Background: an optimization exercise with open tools, aiming at small area, a short achievable clock period and few clock cycles per item. Do not read the settings as production practice. Function was checked by simulation only, so behaviour that the tests miss may differ from the original.

==> flow/design.v <==
`default_nettype none
package rau_pkg;
    localparam int OPERAND_WIDTH_DEF = 16;
    localparam int ACTION_WIDTH = 3;
    localparam logic [ACTION_WIDTH-1:0] ACT_ADD = 3'd0;
    localparam logic [ACTION_WIDTH-1:0] ACT_SUB = 3'd1;
    localparam logic [ACTION_WIDTH-1:0] ACT_MUL = 3'd2;
    localparam logic [ACTION_WIDTH-1:0] ACT_DIV = 3'd3;
    localparam logic [ACTION_WIDTH-1:0] ACT_INC = 3'd4;
    localparam logic [ACTION_WIDTH-1:0] ACT_DEC = 3'd5;
endpackage
`default_nettype wire
`default_nettype none
import rau_pkg::*;
module rational_arithmetic_unit #(
    parameter int OPERAND_WIDTH = rau_pkg::OPERAND_WIDTH_DEF
) (
    input  wire logic                       aclk,
    input  wire logic                       aresetn,
    input  wire logic                       s_valid,
    output logic                            s_ready,
    input  wire logic [rau_pkg::ACTION_WIDTH-1:0] s_action,
    input  wire logic signed [OPERAND_WIDTH-1:0] s_first_numerator,
    input  wire logic signed [OPERAND_WIDTH-1:0] s_first_denominator,
    input  wire logic signed [OPERAND_WIDTH-1:0] s_second_numerator,
    input  wire logic signed [OPERAND_WIDTH-1:0] s_second_denominator,
    output logic                            m_valid,
    input  wire logic                       m_ready,
    output logic signed [2*OPERAND_WIDTH:0] m_result_numerator,
    output logic signed [2*OPERAND_WIDTH:0] m_result_denominator,
    output logic                            m_zero_over_zero
);
    localparam int OW = OPERAND_WIDTH;    
    localparam int NW = 2 * OW + 1;       
    localparam int DW = 2 * OW;           
    localparam int PW = OW + 4;           
    localparam int QW = OW + 3;           
    localparam int K  = 4;                
    function automatic logic [2:0] tzk(input logic [K:0] v);
        tzk = K[2:0];
        for (int i = K - 1; i >= 1; i = i - 1)
            if (v[i]) tzk = i[2:0];
    endfunction
    typedef enum logic [2:0] {F_IDLE, F_SET, F_MUL, F_FIX, F_DONE} fst_t;
    fst_t fst_reg;
    logic [2:0] cnt_reg;
    logic       fund_reg;                 
    logic       fsub_reg;                 
    logic       fq_reg;                   
    logic       fdf_reg;                  
    logic       fsd_reg;                  
    logic       fsn_reg;                  
    logic       fnzn_reg, fnzd_reg;       
    logic signed [OW-1:0] fn1_reg, fd1_reg;
    logic [OW-1:0] mb_reg, mf_reg;
    logic signed [PW-1:0] accn_reg;
    logic signed [QW-1:0] accd_reg;
    logic          take;                  
    function automatic logic [2:0] bdec(input logic [2:0] t, input logic neg_in);
        logic one, two, neg;
        one = t[1] ^ t[0];
        two = (t == 3'b011) || (t == 3'b100);
        neg = (t[2] && !(t[1] && t[0])) ^ neg_in;
        bdec = {neg, two, one};
    endfunction
    function automatic logic [OW+1:0] bpp(input logic [2:0] d, input logic signed [OW-1:0] a);
        logic [OW+1:0] ae;
        ae  = {{2{a[OW-1]}}, a};
        bpp = ((d[0] ? ae : '0) | (d[1] ? (ae << 1) : '0)) ^ {(OW+2){d[2]}};
    endfunction
    logic [2:0]    db_reg, dn_reg, dc_reg;    
    logic [2:0]    tb_nx, tf_nx;
    logic [OW+1:0] ppb, ppf, ppc;
    logic signed [PW-1:0] sumn;
    logic signed [QW-1:0] sumd;
    assign tb_nx = {mb_reg[3:2], mb_reg[1]};
    assign tf_nx = {mf_reg[3:2], mf_reg[1]};
    assign ppb  = bpp(db_reg, fn1_reg);
    assign ppf  = bpp(dn_reg, fd1_reg);
    assign ppc  = bpp(dc_reg, fd1_reg);
    assign sumn = accn_reg + {{(PW-OW-2){ppb[OW+1]}}, ppb} + {{(PW-OW-2){ppf[OW+1]}}, ppf}
                  + PW'(db_reg[2]) + PW'(dn_reg[2]);
    assign sumd = accd_reg + {{(QW-OW-2){ppc[OW+1]}}, ppc} + QW'(dc_reg[2]);
    logic [ACTION_WIDTH-1:0] act_reg;
    logic          q_in, sub_in, df_in, und_in, sd_in;
    logic [OW-1:0] b_in, f_in;
    assign und_in = act_reg[2] && act_reg[1];
    assign q_in   = !(act_reg == ACT_MUL || act_reg == ACT_DIV);
    assign df_in  = act_reg == ACT_MUL || act_reg == ACT_DIV;
    assign sub_in = act_reg[0];
    always_comb begin
        case (act_reg)
            ACT_ADD, ACT_SUB, ACT_DIV: begin b_in = mb_reg; f_in = mf_reg; end
            ACT_MUL:                   begin b_in = mf_reg; f_in = mb_reg; end
            default:                   begin b_in = OW'(1); f_in = OW'(1); end
        endcase
        case (act_reg)
            ACT_DIV:          sd_in = fd1_reg[OW-1] ^ mf_reg[OW-1];
            ACT_INC, ACT_DEC: sd_in = fd1_reg[OW-1];
            default:          sd_in = fd1_reg[OW-1] ^ mb_reg[OW-1];
        endcase
    end
    logic [NW-1:0] fnum, fnum_neg;
    logic [DW-1:0] fan, fad;
    assign fnum     = {accn_reg[OW:0], mb_reg};
    assign fnum_neg = ~fnum + NW'(1);
    assign fan      = {accn_reg[OW-1:0], mb_reg};
    assign fad      = {accd_reg[OW-1:0], mf_reg};
    logic          fboth_even;
    logic [DW-1:0] fan_sh, fad_sh;
    assign fboth_even = !mb_reg[0] && !mf_reg[0] && fnzn_reg && fnzd_reg;
    assign fan_sh     = fan >> 1;
    assign fad_sh     = fad >> 1;
    assign s_ready = (fst_reg == F_IDLE);
    always_ff @(posedge aclk) begin
        if (!aresetn) begin
            fst_reg <= F_IDLE;
        end else begin
            case (fst_reg)
                F_IDLE: if (s_valid) fst_reg <= F_SET;
                F_SET:  fst_reg <= und_in ? F_DONE : F_MUL;
                F_MUL:  if (cnt_reg == 3'd7) fst_reg <= F_FIX;
                F_FIX:  fst_reg <= F_DONE;
                F_DONE: if (take) fst_reg <= F_IDLE;
                default: fst_reg <= F_IDLE;
            endcase
        end
        case (fst_reg)
            F_IDLE: begin
                fn1_reg  <= s_first_numerator;
                fd1_reg  <= s_first_denominator;
                mb_reg   <= s_second_denominator;
                mf_reg   <= s_second_numerator;
                act_reg  <= s_action;
            end
            F_SET: begin
                fund_reg <= und_in;
                fsub_reg <= sub_in;
                fq_reg   <= q_in;
                fdf_reg  <= df_in;
                fsd_reg  <= sd_in;
                mb_reg   <= b_in;
                mf_reg   <= f_in;
                db_reg   <= bdec({b_in[1:0], 1'b0}, 1'b0);
                dn_reg   <= q_in ? bdec({f_in[1:0], 1'b0}, sub_in) : {sub_in, 2'b00};
                dc_reg   <= bdec(df_in ? {f_in[1:0], 1'b0} : {b_in[1:0], 1'b0}, sd_in);
                accn_reg <= '0; accd_reg <= '0;
                cnt_reg <= '0;
                fnzn_reg <= 1'b0; fnzd_reg <= 1'b0; fsn_reg <= 1'b0;
            end
            F_MUL: begin
                accn_reg <= sumn >>> 2;
                accd_reg <= sumd >>> 2;
                mb_reg <= {sumn[1:0], mb_reg[OW-1:2]};
                mf_reg <= {sumd[1:0], mf_reg[OW-1:2]};
                db_reg <= bdec(tb_nx, 1'b0);
                dn_reg <= fq_reg ? bdec(tf_nx, fsub_reg) : {fsub_reg, 2'b00};
                dc_reg <= bdec(fdf_reg ? tf_nx : tb_nx, fsd_reg);
                cnt_reg <= cnt_reg + 3'd1;
            end
            F_FIX: begin
                fsn_reg  <= fnum[NW-1];
                fnzn_reg <= fnum != '0;
                fnzd_reg <= fad != '0;
                if (fnum[NW-1]) {accn_reg[OW:0], mb_reg} <= fnum_neg;
            end
            F_DONE: begin
                if (fboth_even) begin
                    {accn_reg[OW-1:0], mb_reg} <= fan_sh;
                    {accd_reg[OW-1:0], mf_reg} <= fad_sh;
                end
            end
            default: ;
        endcase
    end
    logic          run_reg;               
    logic [DW-1:0] x_reg, x_next;
    logic [DW-1:0] y_reg, y_next;
    logic [NW-1:0] cx1_reg, cx1_next, cy1_reg, cy1_next;
    logic [DW-1:0] cx2_reg, cx2_next, cy2_reg, cy2_next;
    logic          zoz_reg, zoz_next;
    logic          zx_reg, zx_next;       
    logic [NW-1:0] dxy, dyx;
    logic          ge, xe;
    logic [DW-1:0] v;
    logic [2:0]    s;
    logic [NW-1:0] c1;
    logic [DW-1:0] c2;
    assign dxy = {1'b0, x_reg} - {1'b0, y_reg};
    assign dyx = {1'b0, y_reg} - {1'b0, x_reg};
    assign ge  = !dxy[NW-1];
    assign xe  = !x_reg[0];
    assign v   = xe ? x_reg : (ge ? dxy[DW-1:0] : dyx[DW-1:0]);
    assign s   = tzk(xe ? x_reg[K:0] : dxy[K:0]);
    assign c1  = (xe || ge) ? cx1_reg : cy1_reg;
    assign c2  = (xe || ge) ? cx2_reg : cy2_reg;
    logic          swap, zoz_in, zero_in;
    logic [NW-1:0] sn;
    logic [DW-1:0] sd;
    assign swap    = !fad[0] && fnzn_reg;
    assign zoz_in  = !fund_reg && !fnzn_reg && !fnzd_reg;
    assign zero_in = fund_reg || (swap ? !fnzd_reg : !fnzn_reg);
    assign sn      = fsn_reg ? '1 : NW'(1);
    assign sd      = fsd_reg ? '1 : DW'(1);
    logic done;
    assign done    = run_reg && zx_reg;
    assign m_valid = done;
    assign take    = (fst_reg == F_DONE) && !fboth_even && (!run_reg || (done && m_ready));
    always_comb begin
        x_next = v >> s;
        y_next = (!xe && !ge) ? x_reg : y_reg;
        cx1_next = c1 << s;
        cx2_next = c2 << s;
        cy1_next = xe ? cy1_reg : cx1_reg + cy1_reg;
        cy2_next = xe ? cy2_reg : cx2_reg + cy2_reg;
        zx_next = zx_reg || (x_reg[0] && x_reg == y_reg);
        zoz_next = zoz_reg;
        if (take) begin
            zoz_next = zoz_in;
            zx_next  = zero_in || zoz_in;
            if (fund_reg || zoz_in) begin
                x_next = '0; cy1_next = '0; cy2_next = '0;
            end else if (!swap) begin
                x_next = fan; y_next = fad;
                cx1_next = sn; cx2_next = '0; cy1_next = '0; cy2_next = sd;
            end else begin
                x_next = fad; y_next = fan;
                cx1_next = '0; cx2_next = sd; cy1_next = sn; cy2_next = '0;
            end
        end
    end
    always_ff @(posedge aclk) begin
        if (!aresetn) begin
            run_reg <= 1'b0;
        end else begin
            if (take)                run_reg <= 1'b1;
            else if (done && m_ready) run_reg <= 1'b0;
        end
        x_reg <= x_next; y_reg <= y_next;
        cx1_reg <= cx1_next; cx2_reg <= cx2_next; cy1_reg <= cy1_next; cy2_reg <= cy2_next;
        zoz_reg <= zoz_next; zx_reg <= zx_next;
    end
    assign m_result_numerator   = cy1_reg;
    assign m_result_denominator = {cy2_reg[DW-1], cy2_reg};
    assign m_zero_over_zero     = zoz_reg;
endmodule
`default_nettype wire
==> flow/flow/run.sh <==
#!/bin/bash
set -e
export SETUP_SLACK_MARGIN=6.2
bash standard.sh > standard.log 2>&1
==> flow/standard.sh <==
#!/bin/bash
# synth_recipe.tcl (not shown) runs the flow's synth.tcl, then flattens the netlist and writes it again
# the make line also repeats each setting of config.mk as NAME=value (left out here)
make -C /OpenROAD-flow-scripts/flow DESIGN_CONFIG=/design/flow/config.mk WORK_HOME=/design/flow/orfs CLKGATE_MAP_FILE= SYNTH_SCRIPT=/design/flow/synth_recipe.tcl "${@:-finish}"
==> flow/config.mk <==
export PLATFORM = sky130hd
export DESIGN_NAME = rational_arithmetic_unit
export DESIGN_NICKNAME = rational_arithmetic_unit
export VERILOG_FILES = /design/flow/design.v
export SDC_FILE = /design/flow/constraint.sdc
export NUM_CORES = 4
export LEC_CHECK = 0
export ABC_CLOCK_PERIOD_IN_PS = 4000
export CAP_MARGIN = 20
export CORE_MARGIN = 2
export CORE_UTILIZATION = 40
export SLEW_MARGIN = 20
==> flow/constraint.sdc <==
create_clock -name core_clock -period 10.0 [get_ports {aclk}]
set_input_delay 2.0000 -clock core_clock [delete_from_list [all_inputs] [get_ports {aclk}]]
set_output_delay 2.0000 -clock core_clock [all_outputs]
set_load 0.01 [all_outputs]
==> impl_metrics.py, run 1 <==
metrics = {
    "outcome": {
        "outcome": "timing/DRC/antenna clean",
    },
    "logic_synthesis": {
        "synth_edf_count": 188,
        "postSynthCellCount": 2972,
        "synthesis.area_um2": 26200,
        "async_flop_share_pct": 0,
        "synthFlopType": "edfxtp_1",
        "syn_avg_cell_area_um2": 8.80,
        "ys_seq_area_share_pct": 31.8,
        "yosysWarnings": 1,
        "yosys.cell_types.count": 90,
        "ys_ff_latch": 322,
        "synth_fp_nets": 3235,
    },
    "timing": {
        "period_minus_slack_ns": 3.92,
        "slew_violations": 0,
        "finalHoldViolations": 0,
        "fin_setup_tns_ns": 0,
        "slew_headroom_pct": 34.2,
        "finClkSkew_ns": 0.0180,
        "fin_crit_sh_pct": 39.2,
        "setup_viol": 0,
        "max_freq_mhz": 255,
        "rsz0062_at_grt": "true",
        "tightestPinTransition_ns": 0.985,
        "fin_ws_ns": 6.08,
    },
    "clock_tree": {
        "clock_latency_ns": 0.56,
        "cts-hold-fix-buffers": 0,
        "htree_levels": 2,
        "cts_tree": "built",
        "cts_made_buffers": 38,
        "clock_path_buffers": 3,
        "cts-root-buf": "clkbuf_16",
        "clkTransAtPathRegs_ns": 0.06,
        "clock_sinks": 322,
    },
    "setup_path": {
        "cp_slowest_stage_delay_ns": 0.52,
        "path_cells": "a22oi_2 > xor2_2 > fa_2 > fa_2 > nor2b_2 > o21ai_2 > a21boi_2 > o21ai_2 > a211oi_2 > nor2_1 > a211o_1 > o2111ai_2 > a21oi_2 > xor2_1 > o21ai_1",
        "cp-start-kind": "flop",
        "critPathKind": "reg2reg",
        "arrival_ns": 4.21,
        "cp.required_ns": 10.28,
        "end_kind": "flop",
        "crit_family": "compound AO/OA/AOI/OAI gates",
        "cp.buffers_inverters": 0,
        "worst_path_max_delay_cell": "fa_2",
        "crit_path_max_fanout": 3,
    },
    "detailed_routing": {
        "routed_wirelength_um": 90900,
        "via_per_inst": 6.18,
        "dr.pass1.iters": 7,
        "vias": 24415,
        "drtIter0Drc": 2806,
        "drc": 0,
        "wl_per_cell_um": 23.0,
        "ant_nets": 0,
    },
    "place": {
        "portBuffers": 139,
        "dp_hpwl_um": 63300,
        "place_ws_ns": 4.66,
        "dp.cells": 3807,
        "gp_congestion": 0.916,
    },
    "floorplanning": {
        "io_pins": 140,
        "core_area_um2": 64600,
        "dieArea_um2": 67500,
        "num_rows": 93,
        "initial_core_util_pct": 40.5,
        "die_h_um": 260,
        "die_width_um": 260,
    },
    "grt": {
        "grt_pass1_vias": 23103,
        "antenna_found_initial": 1,
        "grt_max_degree": 68,
        "grt_pass1_wl_um": 136000,
        "grt_overflow_total": 0,
        "grt_usage_pct": 25.6,
    },
    "cells_and_area": {
        "nNetsFinal": 3328,
        "drive_gt1_share_pct": 12.6,
        "fin_cells": 3951,
        "syn_to_final_growth_pct": 19.4,
    },
    "hold_path": {
        "hp-class": "reg2reg",
    },
    "flow_run": {
        "drv_cap": 0,
    },
}
-- cell usage after synthesis, types with 28 or more instances --
master    count  area [µm²]
o21ai_0     300        1500
a21oi_1     235        1180
mux2i_1     223        2230
nand2_1     205         769
edfxtp_1    188        5650
nor2_1      181         679
ha_1        169        2110
inv_1       163         612
clkbuf_1    144         541
dfxtp_1     134        2680
xnor2_1     112         981
a22oi_1     110         826
xor2_1       81         709
nand3_1      60         300
a21o_1       53         398
nor3_1       34         170
a222oi_1     32         320
a31oi_1      30         188
o221ai_1     29         254
buf_2        28         140
-- path summary, 6_finish.rpt --
kind | slack (ns) | cells after the start | endpoint | from
max | 6.08 | 15 | accn_reg[16]$_DFFE_PP_ | db_reg[1]$_DFFE_PP_
min | 0.58 | 1 | cnt_reg[0]$_SDFFCE_PN0P_ | cnt_reg[0]$_SDFFCE_PN0P_
max reg2reg | 6.08 | 15 | accn_reg[16]$_DFFE_PP_ | db_reg[1]$_DFFE_PP_
min reg2reg | 0.58 | 1 | cnt_reg[0]$_SDFFCE_PN0P_ | cnt_reg[0]$_SDFFCE_PN0P_
-- layout by cell type, fill, tap and decap left out, types with 59 or more instances in the layout --
cell type        Yosys  routed
o21ai_0            300     287
a21oi_1            235     217
mux2i_1            223     212
nand2_1            205     192
edfxtp_1           188     188
nor2_1             181     169
inv_1              163     160
ha_1               169     139
clkdlybuf4s50_1      0     138
dfxtp_1            134     120
xnor2_1            112     106
a22oi_1            110     104
xor2_1              81      77
buf_4                4      70
nand3_1             60      59
-- per-layer routing --
metal  GRT usage [%]  wire length, µm  vias up  part of all wire [%]
li1                -                -    11252                     -
met1            33.8            38100    11818                    42
met2            42.3            42100     1128                    46
met3            3.19             6750      215                   7.4
met4            10.2             3970        2                   4.4
met5               0                8        -                0.0088
-- cells by family (layout without fill, tap and decap cells) --
kind of cell,count (synthesis),in the layout,synth area share (%)
xor+xnor,193,193,6.46
compound gates,1012,1012,24.7
buf+inv,354,473,5.33
other cells,0,2,0
simple gates,646,649,11.6
fa+ha+maj,192,192,9.84
mux,253,253,10.2
flops,322,322,31.8
-- area by class of cell --
cell class,instances,area (µm²)
diodes,2,5.00
clock buffers,55,1120
clock inverters,14,125
fillers,6095,33400
inverters,163,623
multi-input cells,2299,17400
flip-flops and latches,322,8350
well taps,855,1070
repair buffers,241,2500
-- stage by stage --
stage                     hold slack [ns]  area (µm²)  utilization [%]
after floorplan                     0.424       26200                -
after global placement              0.530       28200             43.6
after detailed placement            0.545       28200             43.6
after CTS                           0.574       30400             47.1
after global routing                0.590       31200             48.4
final                               0.577       31200             48.4
-- timing repair --
item                       CTS  global route
pin swaps                   31            52
setup buffers               36            24
hold endpoints to repair     0             0
cloned                       6             7
setup endpoints to repair  208           140
gates resized for setup    146           117
Testbench counts, summed over its fixed seeds: cycles 26,038, items 1,500.
==> inputs of run 2 (changes only) <==
==> flow/flow/run.sh (replaced) <==
#!/bin/bash
set -e
export SETUP_SLACK_MARGIN=6
bash standard.sh > standard.log 2>&1
==> run 2 against run 1 <==
Effect of this change: still clean; die area stayed put; first-iteration DRC count is 4.1% higher; utilization is 0.56 points lower; flip-flop and latch count stayed put; critical endpoint is now accn_reg[15]$_DFFE_PP_; largest cell class unchanged.
==> impl_metrics.py, run 2 <==
metrics = {
    "outcome": {
        "outcome": "timing/DRC/antenna clean",
    },
    "logic_synthesis": {
        "async_flop_share_pct": 0,
        "synth_top_area_cell": "edfxtp_1",
        "yosys.cell_types.count": 90,
        "syn_avg_cell_area_um2": 8.80,
        "yosysWarnings": 1,
        "synth_fp_nets": 3235,
        "synth.top_cell.area_share_pct": 21.6,
        "synthesis.area_um2": 26200,
        "postSynthCellCount": 2972,
        "ys_ff_latch": 322,
        "synthFlopType": "edfxtp_1",
        "synth_edf_count": 188,
        "synth.most_common_cell": "o21ai_0",
        "ys_seq_area_share_pct": 31.8,
        "synthTopCellsByCount": "o21ai_0 (300), a21oi_1 (235), mux2i_1 (223)",
        "synthTopCellsByArea": "edfxtp_1 (22%), dfxtp_1 (10%), mux2i_1 (8.5%), ha_1 (8.1%), o21ai_0 (5.7%)",
    },
    "clock_tree": {
        "htree_levels": 2,
        "cts_made_buffers": 39,
        "clock_sinks": 322,
        "clkTransAtPathRegs_ns": 0.06,
        "cts_tree": "built",
        "clock_latency_ns": 0.58,
        "clock_path_buffers": 3,
        "cts-hold-fix-buffers": 0,
        "cts-root-buf": "clkbuf_16",
    },
    "grt": {
        "grt_max_degree": 70,
        "antenna_found_initial": 2,
        "grt_usage_pct": 25.3,
        "grt_pass1_wl_um": 135000,
        "grt_pass1_vias": 23337,
        "grt_overflow_total": 0,
    },
    "detailed_routing": {
        "ant_nets": 0,
        "drc": 0,
        "via_per_inst": 6.13,
        "drtIter0Drc": 2921,
        "routed_wirelength_um": 89000,
        "wl_per_cell_um": 22.6,
        "vias": 24192,
        "dr.pass1.iters": 8,
    },
    "place": {
        "place_ws_ns": 4.51,
        "dp_hpwl_um": 63600,
        "gp_congestion": 0.905,
        "portBuffers": 139,
    },
    "cells_and_area": {
        "nNetsFinal": 3317,
        "drive_gt1_share_pct": 10.8,
        "multiInputGateArea_um2": 17100,
        "utilization_pct": 47.8,
        "syn_to_final_growth_pct": 18.0,
        "fillerInstances": 6076,
        "ff_latch_area_um2": 8340,
        "final_common_cell": "o21ai_0",
        "layout_common_cells": "o21ai_0 (289), a21oi_1 (223), mux2i_1 (217), nand2_1 (196), edfxtp_1 (188)",
    },
    "setup_path": {
        "end_kind": "flop",
        "cp.required_ns": 10.29,
        "critPathKind": "reg2reg",
        "cp-start-kind": "flop",
        "arrival_ns": 4.27,
        "crit_path_max_fanout": 14,
        "rrSetupSlack_ns": 6.03,
    },
    "timing": {
        "slew_headroom_pct": 35.2,
        "max_freq_mhz": 252,
        "finClkSkew_ns": 0.0198,
        "tightestPinTransition_ns": 0.963,
        "fin_ws_ns": 6.03,
        "slew_violations": 0,
        "period_minus_slack_ns": 3.97,
        "finalHoldViolations": 0,
        "fin_crit_sh_pct": 39.7,
        "setup_viol": 0,
        "fin_setup_tns_ns": 0,
        "rsz0062_at_grt": "true",
    },
    "floorplanning": {
        "die_h_um": 260,
        "core_area_um2": 64600,
        "io_pins": 140,
        "dieArea_um2": 67500,
        "die_width_um": 260,
        "num_rows": 93,
        "initial_core_util_pct": 40.5,
    },
    "hold_path": {
        "hp-class": "reg2reg",
    },
    "flow_run": {
        "drv_cap": 0,
    },
}
## run 2: timing repair
| item | 4_1_cts | 5_1_grt |
|---|---|---|
| hold endpoints to repair | 0 | 0 |
| endpoints found under the setup margin | 202 | 119 |
| pin swaps | 12 | 38 |
| gates cloned | 3 | 4 |
| resized for setup | 75 | 104 |
| setup buffers | 30 | 20 |
## run 2: kinds of logic (layout without fill, tap and decap cells)
group / Yosys count / in the layout / share of synthesized area, %
buffers and inverters: 354 / 467 / 5.33
flip-flops: 322 / 322 / 31.8
multiplexers: 253 / 253 / 10.2
AO/OA/AOI/OAI: 1012 / 1012 / 24.7
other: 0 / 4 / 0
adder cells (fa/ha/maj): 192 / 192 / 9.84
XOR/XNOR: 193 / 193 / 6.46
AND/OR/NAND/NOR: 646 / 646 / 11.6
## run 2: per-stage QoR
stage / hold WS [ns] / cells / instance area, µm²
after floorplan: 0.424 / 2972 / 26200
after global placement: 0.548 / 3810 / 28200
after detailed placement: 0.556 / 3811 / 28200
after CTS: 0.570 / 3916 / 30200
after global routing: 0.591 / 3940 / 30900
final: 0.569 / 3944 / 30900
## run 2: final timing paths
check,cells past startpoint,startpoint,endpoint
max reg2reg,17,db_reg[0]$_DFFE_PP_,accn_reg[15]$_DFFE_PP_
min,2,y_reg[6]$_DFF_P_,y_reg[6]$_DFF_P_
min reg2reg,2,y_reg[6]$_DFF_P_,y_reg[6]$_DFF_P_
max,17,db_reg[0]$_DFFE_PP_,accn_reg[15]$_DFFE_PP_
## run 2: cell type report
class                           count  share of cell area (%)
Antenna cell                        4                  0.0324
Clock buffer                       53                    3.70
Clock inverter                     19                   0.624
Inverter                          163                    2.01
Multi-Input combinational cell   2296                    55.3
Sequential cell                   322                    27.0
Tap cell                          855                    3.47
Timing Repair Buffer              232                    7.83
## run 2: critical path: stages, from the launching register on
cell      delay (ns)
edfxtp_1        0.52
buf_4           0.25
a22oi_1         0.25
xor2_1          0.15
fa_1            0.49
inv_1           0.04
ha_1            0.18
or2_2           0.32
nor2_1          0.09
o211a_1         0.23
o31ai_4         0.11
a21oi_2         0.23
o31ai_4         0.11
o21ai_2         0.18
nand2b_1        0.09
a21oi_2         0.20
xnor2_1         0.14
o22ai_1         0.10
## run 2: metal layers
layer	track usage [%]	up-vias	wire, µm
met4	10.2	4	3570
met1	33.6	11680	37300
met3	2.91	190	6260
li1	-	11279	-
met5	0	-	23
met2	42.0	1039	41900

afterwards: timing with drivers on the ports:
No port has a modelled driver above. Below, the same layouts with a new extraction and two added sets of constraints.
Step 1 sets driving cells, clkbuf_16 on the clock port and buf_2 on the other inputs (assumed; they add their load-dependent delay and slew).
Step 2 also shifts input and output timing later by t, the mid clock arrival at the registers, as if the neighbouring blocks saw the same clock.
Three values: no drivers, after step 1, after step 2; two values: the first two.
| run | t (ns) | slack for setup (ns) | hold slack, ns | worst setup path after step 2 |
|---|---|---|---|---|
| run 1 | 0.618 | 6.077 / 6.077 / 5.711 | 0.577 / 0.577 / 0.577 | input to register |
| run 2 | 0.635 | 6.029 / 6.016 / 5.488 | 0.569 / 0.569 / 0.569 | input to register |
After both steps every run listed still meets setup and hold. The setup slack of run 2, which loses most, moves by -0.013 ns with the drivers and by -0.541 ns with both steps.
